This is an optimization exercise on Yosys and OpenROAD, whose aim is small area, a short achievable clock period and few clock cycles, not a production implementation.
Where RTL was checked, it was by simulation tests only, not by an equivalence proof against the original.
Power and IR drop assume default switching activity.

==> 11-09: inputs <==
## conv2d_top
module conv2d_top
(
    input  logic        i_clk,
    input  logic        i_rst,
    input  logic [9:0]  i_pix,      
    input  logic [9:0]  i_wgt,      
    output logic [26:0] o_out,      
    output logic        o_busy
);
==> flow/config.mk <==
export PLATFORM = sky130hd
export DESIGN_NAME = conv2d_top
export DESIGN_NICKNAME = conv2d_top
export VERILOG_FILES = /design/flow/design.v
export SDC_FILE = /design/flow/constraint.sdc
export NUM_CORES = 4
export LEC_CHECK = 0
export CAP_MARGIN = 20
export CORE_MARGIN = 2
export CORE_UTILIZATION = 40
export SETUP_SLACK_MARGIN = 5
export SLEW_MARGIN = 20
export SYNTH_HIERARCHICAL = 1
export SYNTH_MINIMUM_KEEP_SIZE = 0
==> flow/constraint.sdc <==
create_clock -name core_clock -period 8.0 [get_ports {i_clk}]
set_input_delay 1.6000 -clock core_clock [delete_from_list [all_inputs] [get_ports {i_clk}]]
set_output_delay 1.6000 -clock core_clock [all_outputs]
set_load 0.01 [all_outputs]
run.sh (not shown) runs the stock make flow with config.mk's settings and CLKGATE_MAP_FILE= SYNTH_SCRIPT=/design/flow/synth_recipe.tcl, a recipe that flattens the netlist after the stock synthesis.
==> 09-28: changes against 11-09 <==
Settings changed: SETUP_SLACK_MARGIN 5 to not set.
==> 02-13: changes against 11-09 <==
Settings changed: SETUP_SLACK_MARGIN 5 to 4.6.
==> qor summary <==
item	09-28	02-13	11-09
Worst r2r path cells	7	6	7
Drt first pass iters	6	5	5
Hold path startpoint	u_engine.q10_q5_s960$_DFF_P_	u_engine.q5_s960$_DFF_P_	u_engine.q5_s1484$_DFF_P_
Clock network contribution to total cell area	0.05131	0.04655	0.04657
Multi-input combinational area share	0.5439	0.5151	0.5186
Clock latency reported for the late side of the worst-skew pair	590 ps	600 ps	580 ps
Area after DPL	28270 µm²	28270 µm²	28730 µm²
Number of buffers inserted during clock tree synthesis	45	46	45
Worst max-slew margin expressed relative to the limit	0.3113	0.3096	0.2445
Hpwl dp	59510 µm	60060 µm	60040 µm
Cell-internal power	5185 µW	5272 µW	5381 µW
# diodes	2	2	0
Data arrival time of the critical path	4160 ps	4100 ps	4000 ps
Slew of the pin with the lowest slew margin	1031 ps	1036 ps	1133 ps
Cell Count, Final, Fillers Out	2812	3038	3065
Number of antenna violations at the first check in global routing	2	1	2
Critical path capture point	u_engine.q5_s1522$_DFF_P_	u_engine.q5_s1552$_DFF_P_	u_engine.q5_s1530$_DFF_P_
Count of clock-net buffers in the final layout	57	56	62
Status	finished clean	finished clean	finished clean
FF-to-FF setup slack	4270 ps	4440 ps	4450 ps
Top metal layer carrying routed signals	met4	met4	met5
M1 wire length	29480 µm	32180 µm	31630 µm
Placed cell count	2728	2728	2729
GR met2 Demand/Resource	0.3590	0.3910	0.3956
No run of this note included a check of the RTL's function; only the layout flow was run.

* * *

==> v35 <==
Another version of the RTL of conv2d_top (not shown whole).
Settings: LEC_CHECK=0, CAP_MARGIN=20, CORE_MARGIN=2, CORE_UTILIZATION=60, CTS_CLUSTER_DIAMETER=90, CTS_CLUSTER_SIZE=26, PLACE_DENSITY=0.7, SLEW_MARGIN=20, SYNTH_HIERARCHICAL=1, SYNTH_MINIMUM_KEEP_SIZE=0; clock period 8.0 ns.
standard.sh (not shown) runs the stock make flow with config.mk's settings and CLKGATE_MAP_FILE= SYNTH_SCRIPT=/design/flow/synth_recipe.tcl, a recipe that flattens the netlist after the stock synthesis.
==> flow/flow/run.sh <==
#!/bin/bash
set -euo pipefail
export BUFFER_PORTS_ARGS="-buffer_cell sky130_fd_sc_hd__buf_2"
export SETUP_SLACK_MARGIN=5.3
bash standard.sh > standard.log 2>&1
==> inputs of v21, as changes to v35 <==
--- a/flow/design.v
+++ b/flow/design.v
@@ -20,66 +20,30 @@
     always_ff @(posedge i_clk)
     begin
         if (i_shift)
             ker_q <= {i_wgt, ker_q[conv_pkg::KER_TAPS*conv_pkg::WGT_BW-1:conv_pkg::WGT_BW]};
     end
     assign o_kernel = ker_q;
 endmodule
-module conv_mux8
-(
-    input  logic       i_s,
-    input  logic [7:0] i_a,
-    input  logic [7:0] i_b,
-    output logic [7:0] o_y
-);
-    assign o_y = i_s ? i_a : i_b;
-endmodule
 module frame_ram
 (
     input  logic                         i_clk,
     input  logic [conv_pkg::PIX_BW-1:0]  i_pix,      
     input  logic [conv_pkg::LB_LEN-1:0]  i_en,       
     output logic [conv_pkg::LB_LEN*conv_pkg::PIX_BW-1:0] o_slots
 );
-    localparam logic [conv_pkg::LB_LEN-1:0] WIN = 18'b11_1000_0011_1000_0011;
-    logic [conv_pkg::LB_LEN-1:0][conv_pkg::PIX_BW-1:0] slot;
-    genvar g;
-    generate
-        for (g = 0; g < conv_pkg::LB_LEN; g++)
-        begin : g_slot
-            logic [conv_pkg::PIX_BW-1:0] prev;
-            if (g == 0)
-            begin : g_first
-                assign prev = i_pix;
-            end
-            else
-            begin : g_next
-                assign prev = slot[g-1];
-            end
-            if (WIN[g])
-            begin : g_win
-                logic [conv_pkg::PIX_BW-1:0] nxt;
-                conv_mux8 u_mux
-                (
-                    .i_s (i_en[g]),
-                    .i_a (prev),
-                    .i_b (slot[g]),
-                    .o_y (nxt)
-                );
-                always_ff @(posedge i_clk)
-                    slot[g] <= nxt;
-            end
-            else
-            begin : g_store
-                always_ff @(posedge i_clk)
-                    if (i_en[g])
-                        slot[g] <= prev;
-            end
-        end
-    endgenerate
+    logic [conv_pkg::PIX_BW-1:0] slot [conv_pkg::LB_LEN];
+    always_ff @(posedge i_clk)
+    begin
+        if (i_en[0])
+            slot[0] <= i_pix;
+        for (int j = 1; j < conv_pkg::LB_LEN; j++)
+            if (i_en[j])
+                slot[j] <= slot[j-1];
+    end
     always_comb
         for (int j = 0; j < conv_pkg::LB_LEN; j++)
             o_slots[j*conv_pkg::PIX_BW +: conv_pkg::PIX_BW] = slot[j];
 endmodule
 module conv_fa
 (
     input  logic i_a,
@@ -3006,24 +2970,19 @@
         else
         begin
             in_pix <= take && i_pix[9];
             in_wgt <= in_wgt_n;
             busy_q <= in_wgt_n && ((tail && tail_n < 4'd8) || (step_pix && pix_pos == 6'd63));
         end
     end
-    logic [7:0] in_d_nxt;
-    conv_mux8 u_in_mux
-    (
-        .i_s (busy_q),
-        .i_a (in_d),
-        .i_b (i_pix[9] ? i_pix[7:0] : i_wgt[7:0]),
-        .o_y (in_d_nxt)
-    );
     always_ff @(posedge i_clk)
-        in_d <= in_d_nxt;
+    begin
+        if (!busy_q)
+            in_d <= i_pix[9] ? i_pix[7:0] : i_wgt[7:0];
+    end
     assign o_busy = busy_q;
     assign produce = tail || (step_pix && pix_pos >= 6'd9);
     always_ff @(posedge i_clk)
     begin
         if (i_rst)
         begin
             pix_pos <= '0;
==> inputs of v15, as changes to v35 <==
--- a/flow/design.v
+++ b/flow/design.v
@@ -20,66 +20,30 @@
     always_ff @(posedge i_clk)
     begin
         if (i_shift)
             ker_q <= {i_wgt, ker_q[conv_pkg::KER_TAPS*conv_pkg::WGT_BW-1:conv_pkg::WGT_BW]};
     end
     assign o_kernel = ker_q;
 endmodule
-module conv_mux8
-(
-    input  logic       i_s,
-    input  logic [7:0] i_a,
-    input  logic [7:0] i_b,
-    output logic [7:0] o_y
-);
-    assign o_y = i_s ? i_a : i_b;
-endmodule
 module frame_ram
 (
     input  logic                         i_clk,
     input  logic [conv_pkg::PIX_BW-1:0]  i_pix,      
     input  logic [conv_pkg::LB_LEN-1:0]  i_en,       
     output logic [conv_pkg::LB_LEN*conv_pkg::PIX_BW-1:0] o_slots
 );
-    localparam logic [conv_pkg::LB_LEN-1:0] WIN = 18'b11_1000_0011_1000_0011;
-    logic [conv_pkg::LB_LEN-1:0][conv_pkg::PIX_BW-1:0] slot;
-    genvar g;
-    generate
-        for (g = 0; g < conv_pkg::LB_LEN; g++)
-        begin : g_slot
-            logic [conv_pkg::PIX_BW-1:0] prev;
-            if (g == 0)
-            begin : g_first
-                assign prev = i_pix;
-            end
-            else
-            begin : g_next
-                assign prev = slot[g-1];
-            end
-            if (WIN[g])
-            begin : g_win
-                logic [conv_pkg::PIX_BW-1:0] nxt;
-                conv_mux8 u_mux
-                (
-                    .i_s (i_en[g]),
-                    .i_a (prev),
-                    .i_b (slot[g]),
-                    .o_y (nxt)
-                );
-                always_ff @(posedge i_clk)
-                    slot[g] <= nxt;
-            end
-            else
-            begin : g_store
-                always_ff @(posedge i_clk)
-                    if (i_en[g])
-                        slot[g] <= prev;
-            end
-        end
-    endgenerate
+    logic [conv_pkg::PIX_BW-1:0] slot [conv_pkg::LB_LEN];
+    always_ff @(posedge i_clk)
+    begin
+        if (i_en[0])
+            slot[0] <= i_pix;
+        for (int j = 1; j < conv_pkg::LB_LEN; j++)
+            if (i_en[j])
+                slot[j] <= slot[j-1];
+    end
     always_comb
         for (int j = 0; j < conv_pkg::LB_LEN; j++)
             o_slots[j*conv_pkg::PIX_BW +: conv_pkg::PIX_BW] = slot[j];
 endmodule
 module conv_fa
 (
     input  logic i_a,
@@ -3006,24 +2970,19 @@
         else
         begin
             in_pix <= take && i_pix[9];
             in_wgt <= in_wgt_n;
             busy_q <= in_wgt_n && ((tail && tail_n < 4'd8) || (step_pix && pix_pos == 6'd63));
         end
     end
-    logic [7:0] in_d_nxt;
-    conv_mux8 u_in_mux
-    (
-        .i_s (busy_q),
-        .i_a (in_d),
-        .i_b (i_pix[9] ? i_pix[7:0] : i_wgt[7:0]),
-        .o_y (in_d_nxt)
-    );
     always_ff @(posedge i_clk)
-        in_d <= in_d_nxt;
+    begin
+        if (!busy_q)
+            in_d <= i_pix[9] ? i_pix[7:0] : i_wgt[7:0];
+    end
     assign o_busy = busy_q;
     assign produce = tail || (step_pix && pix_pos >= 6'd9);
     always_ff @(posedge i_clk)
     begin
         if (i_rst)
         begin
             pix_pos <= '0;
==> flow/config.mk (replaced) <==
export PLATFORM = sky130hd
export DESIGN_NAME = conv2d_top
export DESIGN_NICKNAME = conv2d_top
export VERILOG_FILES = /design/flow/design.v
export SDC_FILE = /design/flow/constraint.sdc
export NUM_CORES = 4
export LEC_CHECK = 0
export CAP_MARGIN = 20
export CORE_MARGIN = 2
export CORE_UTILIZATION = 70
export CTS_CLUSTER_DIAMETER = 90
export CTS_CLUSTER_SIZE = 26
export PLACE_DENSITY = 0.8
export SLEW_MARGIN = 20
export SYNTH_HIERARCHICAL = 1
export SYNTH_MINIMUM_KEEP_SIZE = 0
==> flow_metrics.tcl <==
set metrics [dict create \
    regArea_mm2 0.0125 \
    dieArea_mm2 0.0510 \
    clk_share_pct 3.33 \
    nFillCells 3561 \
    place_ws_ns 4.96 \
    outcome "complete, no violations" \
    routed-wl-met2_mm 35.9 \
    multi_input_area_mm2 0.0167 \
    leakage_uw 0.0106 \
    dr_wl_met3_mm 8.65 \
    cts_setup_buffers 2 \
]
# the run above: v35

==> flow_metrics.tcl <==
set metrics [dict create \
    outcome "complete, no violations" \
    dr_wl_met3_mm 8.15 \
    leakage_uw 0.0103 \
    dieArea_mm2 0.0502 \
    place_ws_ns 4.87 \
    multi_input_area_mm2 0.0155 \
    regArea_mm2 0.0132 \
]
# the run above: v21

==> flow_metrics.tcl <==
set metrics [dict create \
    period_minus_slack_ns 2.73 \
    outcome "complete, no violations" \
    multi_input_area_mm2 0.0155 \
    dr_wl_met3_mm 11.2 \
    dieArea_mm2 0.0431 \
    clk_share_pct 2.55 \
    regArea_mm2 0.0132 \
    nFillCells 2530 \
    leakage_uw 0.0103 \
]
# the run above: v15

Testbench counts of v21, summed over its fixed seeds: cycles 4,688.
Testbench counts of v15, summed over its fixed seeds: cycles 4,688.
For v35, only the layout was checked, not whether the RTL still works.

* * *

==> inputs of job 144 <==
conv2d_top, a different RTL version from the one above (not shown whole).
Settings: LEC_CHECK=0, CAP_MARGIN=20, CORE_MARGIN=2, CORE_UTILIZATION=40, CTS_CLUSTER_DIAMETER=90, CTS_CLUSTER_SIZE=26, SLEW_MARGIN=20, SYNTH_HIERARCHICAL=1, SYNTH_MINIMUM_KEEP_SIZE=0; clock period 8.0 ns.
run.sh (not shown) runs the stock make flow with config.mk's settings and CLKGATE_MAP_FILE= SYNTH_SCRIPT=/design/flow/synth_recipe.tcl, a recipe that flattens the netlist after the stock synthesis.
Stock flow here: none of the scripts above is used.
==> job 5923 (differences from job 144) <==
--- a/flow/config.mk
+++ b/flow/config.mk
@@ -9,5 +9,6 @@
 export CORE_MARGIN = 2
-export CORE_UTILIZATION = 40
+export CORE_UTILIZATION = 60
 export CTS_CLUSTER_DIAMETER = 90
 export CTS_CLUSTER_SIZE = 26
+export PLACE_DENSITY = 0.7
 export SLEW_MARGIN = 20
==> summary of the runs <==
In area after synthesis, job 5923 and job 144 do not differ.
Job 5923 finished with timing, DRC and antenna clean. Job 144 completed without violations.
Count of clock-buffer cells in the layout: job 144 is higher than job 5923 (3).
In job 144 the utilization is lower than in job 5923, by 21 points.
Between job 144 and job 5923, the lower maximum frequency is in job 144 (gap about 1.8%, measured against job 5923).
Die area: job 144 is higher than job 5923 (about 50%).
Against job 5923, the via count of job 144 is smaller by about 3%.
No functional check of the RTL was part of any run of this note.

* * *

==> inputs of trial 93 <==
conv2d_top, a different RTL version from the one above (not shown whole).
clock: 8.0 ns
lec_check: 0
cap_margin: 20
core_margin: 2
core_utilization: 40
cts_cluster_diameter: 90
cts_cluster_size: 26
slew_margin: 20
synth_hierarchical: 1
synth_minimum_keep_size: 0
==> inputs of trial 1, as changes to trial 93 <==
Settings changed: CORE_UTILIZATION 40 to 60, PLACE_DENSITY set to 0.7, SETUP_SLACK_MARGIN set to 4.85.
==> notes <==
- Trial 93 ran to the end with no violations. Trial 1 completed with no timing, DRC or antenna violations.
- Synthesized cell count is the same in trial 1 and trial 93.
- Against trial 93, the core utilization of trial 1 is higher by 22 points.
- Sequential power is about the same in trial 93 and trial 1.
- In trial 93 the clock power is higher than in trial 1, by about 20%.
- Against trial 1, the die area of trial 93 is higher by 49%.
- Of trial 93 and trial 1, trial 93 has the higher critical path depth (gap 1).
Testbench counts of trial 93, summed over its fixed seeds: cycles 4,704.
Testbench counts of trial 1, summed over its fixed seeds: cycles 4,704.

* * *

==> 11-18 <==
conv2d_top again, from the RTL that the note above started with.
clock: 8.0 ns
lec_check: 0
cap_margin: 20
core_margin: 2
core_utilization: 40
slew_margin: 20
synth_hierarchical: 1
synth_minimum_keep_size: 0
==> inputs of 08-19, as changes to 11-18 <==
Settings changed: CTS_CLUSTER_DIAMETER set to 100, CTS_CLUSTER_SIZE set to 22.
==> comparison <==
- Of 08-19 and 11-18, 08-19 has the higher clock skew (gap 0.0060 ns).
- In synthesized cell count, 08-19 and 11-18 do not differ.
- Non-clock buffer count is the same in 08-19 and 11-18.
- In 08-19 the global-route usage is lower than in 11-18, by 0.32 points.
- In 08-19 the count of clock-buffer cells in the layout is lower than in 11-18, by 29.
- Sequential share of layout area: 11-18 is lower than 08-19 (1.1 points).
==> figures <==
| quantity | 08-19 | 11-18 |
|---|---|---|
| Status | no timing/DRC/antenna violations | no timing/DRC/antenna violations |
| Switching power | 2.89 mW | 3.09 mW |
| DR WL met3 | 5.39 mm | 5.21 mm |
| Net count reported at finish | 2,525 | 2,549 |
| Avg WL per Cell | 26.6 um | 26.4 um |
| Sequential portion of the cell area | 37.2% | 36.1% |
| Clock network power | 1.39 mW | 2.33 mW |
| Routing usage on met3 | 2.24% | 3.06% |
| Via count | 16,600 | 16,600 |
| First-pass iteration count of the detailed router | 6 | 5 |
| Number of buffers added by the clock tree synthesis step | 25 | 49 |
| Clock Power Share | 17.8% | 26.5% |
| Final Hold Slack | 0.334 ns | 0.330 ns |
| Data required time at the worst endpoint | 8.44 ns | 8.45 ns |
Testbench counts of 11-18, summed over its fixed seeds: cycles 4,704.
Testbench counts of 08-19, summed over its fixed seeds: cycles 4,704.

* * *

==> 01-28 <==
conv2d_top, a different RTL version from the one above (not shown whole).
==> module conv2d_top, before the edit <==
module conv2d_top
(
    input  logic        i_clk,
    input  logic        i_rst,
    input  logic [9:0]  i_pix,      
    input  logic [9:0]  i_wgt,      
    output logic [26:0] o_out,      
    output logic        o_busy
);
    localparam int LB = conv_pkg::LB_LEN;
    logic       in_pix;             
    logic       in_wgt;             
    logic [7:0] in_d;
    logic       busy_q;
    logic       take;
    logic [5:0] pix_pos;            
    logic [5:0] out_pos;            
    logic       tail;               
    logic [3:0] tail_n;             
    logic       step_pix;           
    logic       step;               
    logic       produce;            
    logic       wgt_go;             
    logic [LB-1:0] lb_en;
    logic [LB*8-1:0] slots;
    logic [71:0] kernel;
    logic [71:0] win;
    logic [8:0]  keep;
    logic signed [conv_pkg::SUM_BW-1:0] sum;
    logic        out_valid;
    logic        out_last;
    logic signed [conv_pkg::SUM_BW-1:0] out_data;
    assign take     = !busy_q && (i_pix[9] || i_wgt[9]);
    assign step_pix = in_pix;
    assign step     = in_pix || tail;
    assign wgt_go   = in_wgt && (!tail || tail_n_done);
    logic in_wgt_n;
    logic tail_n_done;
    assign tail_n_done = tail && (tail_n == 4'd9);
    always_comb
    begin
        if (take)
            in_wgt_n = i_wgt[9];
        else
            in_wgt_n = in_wgt && !wgt_go;
    end
    always_ff @(posedge i_clk)
    begin
        if (i_rst)
        begin
            in_pix <= 1'b0;
            in_wgt <= 1'b0;
            busy_q <= 1'b0;
        end
        else
        begin
            in_pix <= take && i_pix[9];
            in_wgt <= in_wgt_n;
            busy_q <= in_wgt_n && ((tail && tail_n < 4'd8) || (step_pix && pix_pos == 6'd63));
        end
    end
    always_ff @(posedge i_clk)
    begin
        if (!busy_q)
            in_d <= i_pix[9] ? i_pix[7:0] : i_wgt[7:0];
    end
    assign o_busy = busy_q;
    assign produce = tail || (step_pix && pix_pos >= 6'd9);
    always_ff @(posedge i_clk)
    begin
        if (i_rst)
        begin
            pix_pos <= '0;
            out_pos <= '0;
            tail    <= 1'b0;
            tail_n  <= '0;
        end
        else
        begin
            if (step_pix)
                pix_pos <= pix_pos + 1'b1;
            if (produce)
                out_pos <= out_pos + 1'b1;
            if (step_pix && pix_pos == 6'd63)
            begin
                tail   <= 1'b1;
                tail_n <= 4'd1;
            end
            else if (tail)
            begin
                tail   <= !tail_n_done;
                tail_n <= tail_n + 1'b1;
            end
        end
    end
    always_comb
        for (int j = 0; j < LB; j++)
            lb_en[j] = step_pix || (tail && (j >= tail_n));
    frame_ram u_ram
    (
        .i_clk   (i_clk),
        .i_pix   (in_d),
        .i_en    (lb_en),
        .o_slots (slots)
    );
    conv_loader u_loader
    (
        .i_clk    (i_clk),
        .i_shift  (wgt_go),
        .i_wgt    (in_d),
        .o_kernel (kernel)
    );
    logic [5:0] out_pos_n;
    logic top, bot, lft, rgt;
    assign out_pos_n = i_rst ? 6'd0 : out_pos + {5'd0, produce};
    assign top = out_pos_n[5:3] == 3'd0;
    assign bot = out_pos_n[5:3] == 3'd7;
    assign lft = out_pos_n[2:0] == 3'd0;
    assign rgt = out_pos_n[2:0] == 3'd7;
    always_ff @(posedge i_clk)
    begin
        keep[0] <= !top && !lft;
        keep[1] <= !top;
        keep[2] <= !top && !rgt;
        keep[3] <= !lft;
        keep[5] <= !rgt;
        keep[6] <= !bot && !lft;
        keep[7] <= !bot;
        keep[8] <= !bot && !rgt;
    end
    assign keep[4] = 1'b1;
    logic [(LB+1)*8-1:0] wpos;      
    assign wpos = {slots, in_d};
    always_comb
    begin
        win[0*8 +: 8] = wpos[18*8 +: 8];
        win[1*8 +: 8] = wpos[17*8 +: 8];
        win[2*8 +: 8] = wpos[16*8 +: 8];
        win[3*8 +: 8] = wpos[10*8 +: 8];
        win[4*8 +: 8] = wpos[ 9*8 +: 8];
        win[5*8 +: 8] = wpos[ 8*8 +: 8];
        win[6*8 +: 8] = wpos[ 2*8 +: 8];
        win[7*8 +: 8] = wpos[ 1*8 +: 8];
        win[8*8 +: 8] = wpos[ 0*8 +: 8];
    end
    conv_engine u_engine
    (
        .i_clk    (i_clk),
        .i_win    (win),
        .i_keep   (keep),
        .i_kernel (kernel),
        .o_sum    (sum)
    );
    logic v_pipe [conv_pkg::ENG_LAT+1];
    logic l_pipe [conv_pkg::ENG_LAT+1];
    assign v_pipe[0] = produce;
    assign l_pipe[0] = produce && out_pos == 6'd63;
    always_ff @(posedge i_clk)
    begin
        for (int i = 1; i <= conv_pkg::ENG_LAT; i++)
        begin
            v_pipe[i] <= i_rst ? 1'b0 : v_pipe[i-1];
            l_pipe[i] <= l_pipe[i-1];
        end
        out_valid <= i_rst ? 1'b0 : v_pipe[conv_pkg::ENG_LAT];
        out_last  <= l_pipe[conv_pkg::ENG_LAT];
        out_data  <= sum;
    end
    assign o_out = {out_valid, out_last, {(conv_pkg::ACC_BW-conv_pkg::SUM_BW){out_data[conv_pkg::SUM_BW-1]}}, out_data};
endmodule
clock: 8.0 ns
lec_check: 0
cap_margin: 20
core_margin: 2
core_utilization: 60
cts_cluster_diameter: 90
cts_cluster_size: 26
place_density: 0.7
setup_slack_margin: 4.85
slew_margin: 20
synth_hierarchical: 1
synth_minimum_keep_size: 0
==> 09-20 (differences from 01-28) <==
--- a/flow/design.v
+++ b/flow/design.v
@@ -2711,5 +2711,5 @@
     assign step_pix = in_pix;
     assign step     = in_pix || tail;
-    assign wgt_go   = in_wgt && (!tail || tail_n_done);
+    assign wgt_go   = in_wgt && !tail;
     logic in_wgt_n;
     logic tail_n_done;
@@ -2734,5 +2734,5 @@
             in_pix <= take && i_pix[9];
             in_wgt <= in_wgt_n;
-            busy_q <= in_wgt_n && ((tail && tail_n < 4'd8) || (step_pix && pix_pos == 6'd63));
+            busy_q <= in_wgt_n && ((tail && !tail_n_done) || (step_pix && pix_pos == 6'd63));
         end
     end
CORE_UTILIZATION = 40   (was 60)
PLACE_DENSITY = unset   (was 0.7)
SETUP_SLACK_MARGIN = 5   (was 4.85)
==> 03-27 (differences from 01-28) <==
--- a/flow/design.v
+++ b/flow/design.v
@@ -2711,5 +2711,5 @@
     assign step_pix = in_pix;
     assign step     = in_pix || tail;
-    assign wgt_go   = in_wgt && (!tail || tail_n_done);
+    assign wgt_go   = in_wgt && !tail;
     logic in_wgt_n;
     logic tail_n_done;
@@ -2734,5 +2734,5 @@
             in_pix <= take && i_pix[9];
             in_wgt <= in_wgt_n;
-            busy_q <= in_wgt_n && ((tail && tail_n < 4'd8) || (step_pix && pix_pos == 6'd63));
+            busy_q <= in_wgt_n && ((tail && !tail_n_done) || (step_pix && pix_pos == 6'd63));
         end
     end
CORE_UTILIZATION = 40   (was 60)
PLACE_DENSITY = unset   (was 0.7)
==> 04-24 (differences from 01-28) <==
--- a/flow/design.v
+++ b/flow/design.v
@@ -2711,5 +2711,5 @@
     assign step_pix = in_pix;
     assign step     = in_pix || tail;
-    assign wgt_go   = in_wgt && (!tail || tail_n_done);
+    assign wgt_go   = in_wgt && !tail;
     logic in_wgt_n;
     logic tail_n_done;
@@ -2734,5 +2734,5 @@
             in_pix <= take && i_pix[9];
             in_wgt <= in_wgt_n;
-            busy_q <= in_wgt_n && ((tail && tail_n < 4'd8) || (step_pix && pix_pos == 6'd63));
+            busy_q <= in_wgt_n && ((tail && !tail_n_done) || (step_pix && pix_pos == 6'd63));
         end
     end
CORE_UTILIZATION = 70   (was 60)
PLACE_DENSITY = 0.8   (was 0.7)
==> comparison <==
- Final cell count: 04-24 is lower than 09-20 (about 20%).
- Routed wire length: 04-24 is lower than 01-28 (about 0.7%).
- The highest maximum frequency belongs to 09-20, the lowest to 03-27.
- Non-clock buffer count: 09-20 > 03-27 > 01-28 > 04-24.
- Of 01-28 and 09-20, 09-20 has the higher design area (gap about 7%, measured against 09-20).
Testbench counts of 09-20, summed over its fixed seeds: cycles 4,704.
Testbench counts of 03-27, summed over its fixed seeds: cycles 4,704.
Testbench counts of 04-24, summed over its fixed seeds: cycles 4,704.
No functional check of the RTL was part of 01-28.

## static timing again, ports no longer ideal
The flow's constraints put no driver on any port. The routed layouts listed below were extracted and timed again, unchanged, in two steps.
Step 1 assumes that a clkbuf_16 drives the clock port and a buf_2 every other input.
Step 2 adds t to the input delays and takes it off the output delays; t is the mean of the earliest and latest rising clock arrival at the registers after step 1. Input paths then give back, and output paths get back, about the clock's delay inside the block.
a / b / c = ideal / step 1 / step 2; a / b = the first two.
run | shift t [ns] | setup WS [ns] | worst hold slack (ns)
11-09 | 0.639 | 4.448 / 4.448 / 4.448 | 0.320 / 0.320 / 0.320
09-28 | 0.632 | 4.271 / 4.271 / 4.271 | 0.325 / 0.325 / 0.325
02-13 | 0.644 | 4.437 / 4.437 / 4.437 | 0.324 / 0.324 / 0.324
v35 | 0.681 | 5.267 / 5.207 / 5.183 | 0.331 / 0.331 / 0.331
v21 | 0.673 | 5.267 / 5.209 / 5.209 | 0.332 / 0.332 / 0.332
v15 | 0.664 | 5.268 / 5.214 / 5.232 | 0.334 / 0.334 / 0.334
job 144 | 0.647 | 4.298 / 4.298 / 4.298 | 0.334 / 0.334 / 0.334
job 5923 | 0.645 | 4.364 / 4.364 / 4.364 | 0.336 / 0.336 / 0.336
trial 93 | 0.667 | 4.725 / 4.725 / 4.427 | 0.337 / 0.337 / 0.337
trial 1 | 0.633 | 4.850 / 4.833 / 4.585 | 0.335 / 0.335 / 0.335
11-18 | 0.653 | 4.732 / 4.732 / 4.412 | 0.330 / 0.330 / 0.330
08-19 | 0.649 | 4.696 / 4.696 / 4.436 | 0.334 / 0.334 / 0.334
01-28 | 0.651 | 4.843 / 4.840 / 4.830 | 0.335 / 0.335 / 0.335
09-20 | 0.641 | 4.921 / 4.921 / 4.921 | 0.335 / 0.335 / 0.335
03-27 | 0.653 | 4.818 / 4.818 / 4.550 | 0.334 / 0.334 / 0.334
04-24 | 0.623 | 4.843 / 4.838 / 4.517 | 0.335 / 0.335 / 0.335
After both steps setup and hold are still met in every run listed. The setup slack of 04-24, which loses most, moves by -0.005 ns with the drivers and by -0.326 ns with both steps.
